Source: an optimization exercise on an open RTL-to-GDS flow (aim: small area, a short achievable clock period and few clock cycles per item). Production flows keep margins and buffers that such runs may drop. RTL that was checked went through simulation tests only; none was proved equivalent to the original. Power and IR drop assume default switching activity.

## alu_cluster
module alu_cluster (
	input wire logic clk,
	input wire logic rst_n,
	input wire logic issue_valid,
	input wire logic [5-1:0] issue_q1,
	input wire logic [32-1:0] issue_v1,
	input wire logic [5-1:0] issue_q2,
	input wire logic [32-1:0] issue_v2,
	input wire rs_pkg::alu_op_t issue_op,
	input wire logic issue_sign,
	input wire logic [5-1:0] issue_rob_tag,
	output logic full,
	input wire logic ext_cdb_active,
	input wire logic [5-1:0] ext_cdb_tag,
	input wire logic [32-1:0] ext_cdb_data,
	output logic cdb_active,
	output logic [5-1:0] cdb_tag,
	output logic [32-1:0] cdb_data
);
Size in the first run: about 1600 cells after synthesis, ~120 flip-flops, about 160 I/O pins, roughly 11000 um2 of cells after synthesis.
==> module reservation_station, before the edit <==
module reservation_station (
	input wire logic clk,
	input wire logic rst_n,
	input wire logic enable,
	input wire logic dispatched,
	input wire logic [5-1:0] q1_in,
	input wire logic [32-1:0] v1_in,
	input wire logic [5-1:0] q2_in,
	input wire logic [32-1:0] v2_in,
	input wire logic [2:0] alu_op_in,
	input wire logic alu_sign_in,
	input wire logic [5-1:0] reorder_buffer_tag_in,
	input wire logic ext_active,
	input wire logic [5-1:0] ext_tag,
	input wire logic res_valid,
	input wire logic [5-1:0] res_tag,
	input wire logic [32-1:0] cdb_data,
	output logic [5-1:0] q1_out,
	output logic [32-1:0] v1_out,
	output logic [5-1:0] q2_out,
	output logic [32-1:0] v2_out,
	output logic [2:0] alu_op_out,
	output logic alu_sign_out,
	output logic [5-1:0] reorder_buffer_tag_out,
	output logic busy
);
	logic snoop1;
	logic snoop2;
	logic [5-1:0] q1_cmp;
	logic [5-1:0] q2_cmp;
	assign q1_cmp = enable ? q1_in : q1_out;
	assign q2_cmp = enable ? q2_in : q2_out;
	assign snoop1 = ext_active ? (q1_cmp == ext_tag) : (res_valid && (q1_cmp == res_tag));
	assign snoop2 = ext_active ? (q2_cmp == ext_tag) : (res_valid && (q2_cmp == res_tag));
	always_ff @(posedge clk or negedge rst_n) begin
		if (!rst_n)
			busy <= 1'b0;
		else if (enable)
			busy <= 1'b1;
		else if (dispatched)
			busy <= 1'b0;
	end
	always_ff @(posedge clk) begin
		if (snoop1) begin
			q1_out <= '0;
			v1_out <= cdb_data;
		end else if (enable) begin
			q1_out <= q1_in;
			v1_out <= v1_in;
		end
		if (snoop2) begin
			q2_out <= '0;
			v2_out <= cdb_data;
		end else if (enable) begin
			q2_out <= q2_in;
			v2_out <= v2_in;
		end
		if (enable) begin
			alu_op_out <= alu_op_in;
			alu_sign_out <= alu_sign_in;
			reorder_buffer_tag_out <= reorder_buffer_tag_in;
		end
	end
endmodule
==> module alu_cluster, before the edit <==
module alu_cluster (
	input wire logic clk,
	input wire logic rst_n,
	input wire logic issue_valid,
	input wire logic [5-1:0] issue_q1,
	input wire logic [32-1:0] issue_v1,
	input wire logic [5-1:0] issue_q2,
	input wire logic [32-1:0] issue_v2,
	input wire rs_pkg::alu_op_t issue_op,
	input wire logic issue_sign,
	input wire logic [5-1:0] issue_rob_tag,
	output logic full,
	input wire logic ext_cdb_active,
	input wire logic [5-1:0] ext_cdb_tag,
	input wire logic [32-1:0] ext_cdb_data,
	output logic cdb_active,
	output logic [5-1:0] cdb_tag,
	output logic [32-1:0] cdb_data
);
	logic enable;
	logic dispatched;
	logic busy;
	logic [5-1:0] ent_q1;
	logic [5-1:0] ent_q2;
	logic [32-1:0] ent_v1;
	logic [32-1:0] ent_v2;
	logic [2:0] ent_op;
	logic ent_sign;
	logic [5-1:0] ent_rob_tag;
	logic exec_valid;
	logic exec_accept;
	logic [32-1:0] alu_result;
	logic res_valid;
	logic [5-1:0] res_tag;
	logic [32-1:0] res_data;
	logic [2:0] issue_op_enc;
	always_comb begin
		case (issue_op)
			rs_pkg::OP_ADD: issue_op_enc = 3'b000;
			rs_pkg::OP_SUB: issue_op_enc = 3'b001;
			rs_pkg::OP_SLL: issue_op_enc = 3'b101;
			rs_pkg::OP_SLT: issue_op_enc = 3'b111;
			rs_pkg::OP_XOR: issue_op_enc = 3'b010;
			rs_pkg::OP_SR:  issue_op_enc = 3'b011;
			rs_pkg::OP_OR:  issue_op_enc = 3'b100;
			default:        issue_op_enc = 3'b110;
		endcase
	end
	reservation_station entry_i (
		.clk                    (clk),
		.rst_n                  (rst_n),
		.enable                 (enable),
		.dispatched             (dispatched),
		.q1_in                  (issue_q1),
		.v1_in                  (issue_v1),
		.q2_in                  (issue_q2),
		.v2_in                  (issue_v2),
		.alu_op_in              (issue_op_enc),
		.alu_sign_in            (issue_sign),
		.reorder_buffer_tag_in  (issue_rob_tag),
		.ext_active             (ext_cdb_active),
		.ext_tag                (ext_cdb_tag),
		.res_valid              (res_valid),
		.res_tag                (res_tag),
		.cdb_data               (cdb_data),
		.q1_out                 (ent_q1),
		.v1_out                 (ent_v1),
		.q2_out                 (ent_q2),
		.v2_out                 (ent_v2),
		.alu_op_out             (ent_op),
		.alu_sign_out           (ent_sign),
		.reorder_buffer_tag_out (ent_rob_tag),
		.busy                   (busy)
	);
	rs_dispatch_select select_i (
		.issue_valid (issue_valid),
		.busy        (busy),
		.q1          (ent_q1),
		.q2          (ent_q2),
		.exec_accept (exec_accept),
		.enable      (enable),
		.dispatched  (dispatched),
		.full        (full),
		.exec_valid  (exec_valid)
	);
	alu_unit alu_i (
		.a       (ent_v1),
		.b       (ent_v2),
		.op      (ent_op),
		.op_sign (ent_sign),
		.result  (alu_result)
	);
	assign exec_accept = !res_valid || !ext_cdb_active;
	always_ff @(posedge clk or negedge rst_n) begin
		if (!rst_n)
			res_valid <= 1'b0;
		else if (exec_accept)
			res_valid <= exec_valid;
	end
	always_ff @(posedge clk) begin
		if (exec_accept) begin
			res_tag <= ent_rob_tag;
			res_data <= alu_result;
		end
	end
	assign cdb_active = ext_cdb_active || res_valid;
	assign cdb_tag = ext_cdb_active ? ext_cdb_tag : res_tag;
	assign cdb_data = ext_cdb_active ? ext_cdb_data : res_data;
endmodule
==> flow/config.mk <==
export PLATFORM = sky130hd
export DESIGN_NAME = alu_cluster
export DESIGN_NICKNAME = alu_cluster
export VERILOG_FILES = /design/flow/design.v
export SDC_FILE = /design/flow/constraint.sdc
export NUM_CORES = 4
export LEC_CHECK = 0
export ABC_AREA = 1
export CAP_MARGIN = 20
export CORE_MARGIN = 2
export CORE_UTILIZATION = 45
export CTS_BUF_LIST = sky130_fd_sc_hd__clkbuf_8
export SETUP_SLACK_MARGIN = 3.2
export SLEW_MARGIN = 20
==> flow/constraint.sdc <==
create_clock -name core_clock -period 7.0 [get_ports {clk}]
set_input_delay 1.4000 -clock core_clock [delete_from_list [all_inputs] [get_ports {clk}]]
set_output_delay 1.4000 -clock core_clock [all_outputs]
set_load 0.01 [all_outputs]
standard.sh (not shown) runs the stock make flow with config.mk's settings and CLKGATE_MAP_FILE= SYNTH_SCRIPT=/design/flow/synth_recipe.tcl, a recipe that flattens the netlist after the stock synthesis.
==> flow/flow/run.sh <==
#!/bin/bash
# Standard ORFS layout, with plain buffers on the ports instead of the delay cells
# buffer_ports picks by default. Every tool's output goes to a log in this folder.
set -euo pipefail
export BUFFER_PORTS_ARGS="-buffer_cell sky130_fd_sc_hd__buf_1"
bash standard.sh finish > make_finish.log 2>&1
Then changed:
--- a/flow/design.v
+++ b/flow/design.v
@@ -27,10 +27,8 @@
 	input wire logic [2:0] alu_op_in,
 	input wire logic alu_sign_in,
 	input wire logic [5-1:0] reorder_buffer_tag_in,
-	input wire logic ext_active,
-	input wire logic [5-1:0] ext_tag,
-	input wire logic res_valid,
-	input wire logic [5-1:0] res_tag,
+	input wire logic cdb_active,
+	input wire logic [5-1:0] cdb_tag,
 	input wire logic [32-1:0] cdb_data,
 	output logic [5-1:0] q1_out,
 	output logic [32-1:0] v1_out,
@@ -43,12 +41,8 @@
 );
 	logic snoop1;
 	logic snoop2;
-	logic [5-1:0] q1_cmp;
-	logic [5-1:0] q2_cmp;
-	assign q1_cmp = enable ? q1_in : q1_out;
-	assign q2_cmp = enable ? q2_in : q2_out;
-	assign snoop1 = ext_active ? (q1_cmp == ext_tag) : (res_valid && (q1_cmp == res_tag));
-	assign snoop2 = ext_active ? (q2_cmp == ext_tag) : (res_valid && (q2_cmp == res_tag));
+	assign snoop1 = cdb_active && ((enable ? q1_in : q1_out) == cdb_tag);
+	assign snoop2 = cdb_active && ((enable ? q2_in : q2_out) == cdb_tag);
 	always_ff @(posedge clk or negedge rst_n) begin
 		if (!rst_n)
 			busy <= 1'b0;
@@ -238,10 +232,8 @@
 		.alu_op_in              (issue_op_enc),
 		.alu_sign_in            (issue_sign),
 		.reorder_buffer_tag_in  (issue_rob_tag),
-		.ext_active             (ext_cdb_active),
-		.ext_tag                (ext_cdb_tag),
-		.res_valid              (res_valid),
-		.res_tag                (res_tag),
+		.cdb_active             (cdb_active),
+		.cdb_tag                (cdb_tag),
 		.cdb_data               (cdb_data),
 		.q1_out                 (ent_q1),
 		.v1_out                 (ent_v1),
Effect: Die area decreases by a few percent; sequential power increases by roughly a tenth; via count decreases by a few percent; total power increases by a quarter to a third; non-clock buffer count decreases by 17.
Testbench counts after the change, summed over its fixed seeds: cycles 5,241, items 3,200.
For the first run of this note, only the layout was checked, not whether the RTL still works.

==> port drivers added, routing unchanged <==
The results above use ideal ports. As a check the final layouts listed here were re-extracted and re-timed, cells and wires unchanged. Step 1 sets driving cells, clkbuf_16 on the clock port and buf_2 on the other inputs (assumed; they add their load-dependent delay and slew). Step 2 also shifts input and output timing later by t, the mid clock arrival at the registers, as if the neighbouring blocks saw the same clock. Three values: no drivers, after step 1, after step 2; two values: the first two.
| run | t (ns) | setup WS [ns] | clock arrival spread, ns | cell pins on the clock port's net |
|---|---|---|---|---|
| the first run | 0.502 | 3.219 / 3.189 / 2.982 | 0.021 / 0.020 | 1 |
| the second run | 0.501 | 3.195 / 2.980 / 2.761 | 0.018 / 0.018 | 1 |
After both steps every run listed still meets setup and hold. The setup slack of the second run, which loses most, moves by -0.215 ns with the drivers and by -0.434 ns with both steps.
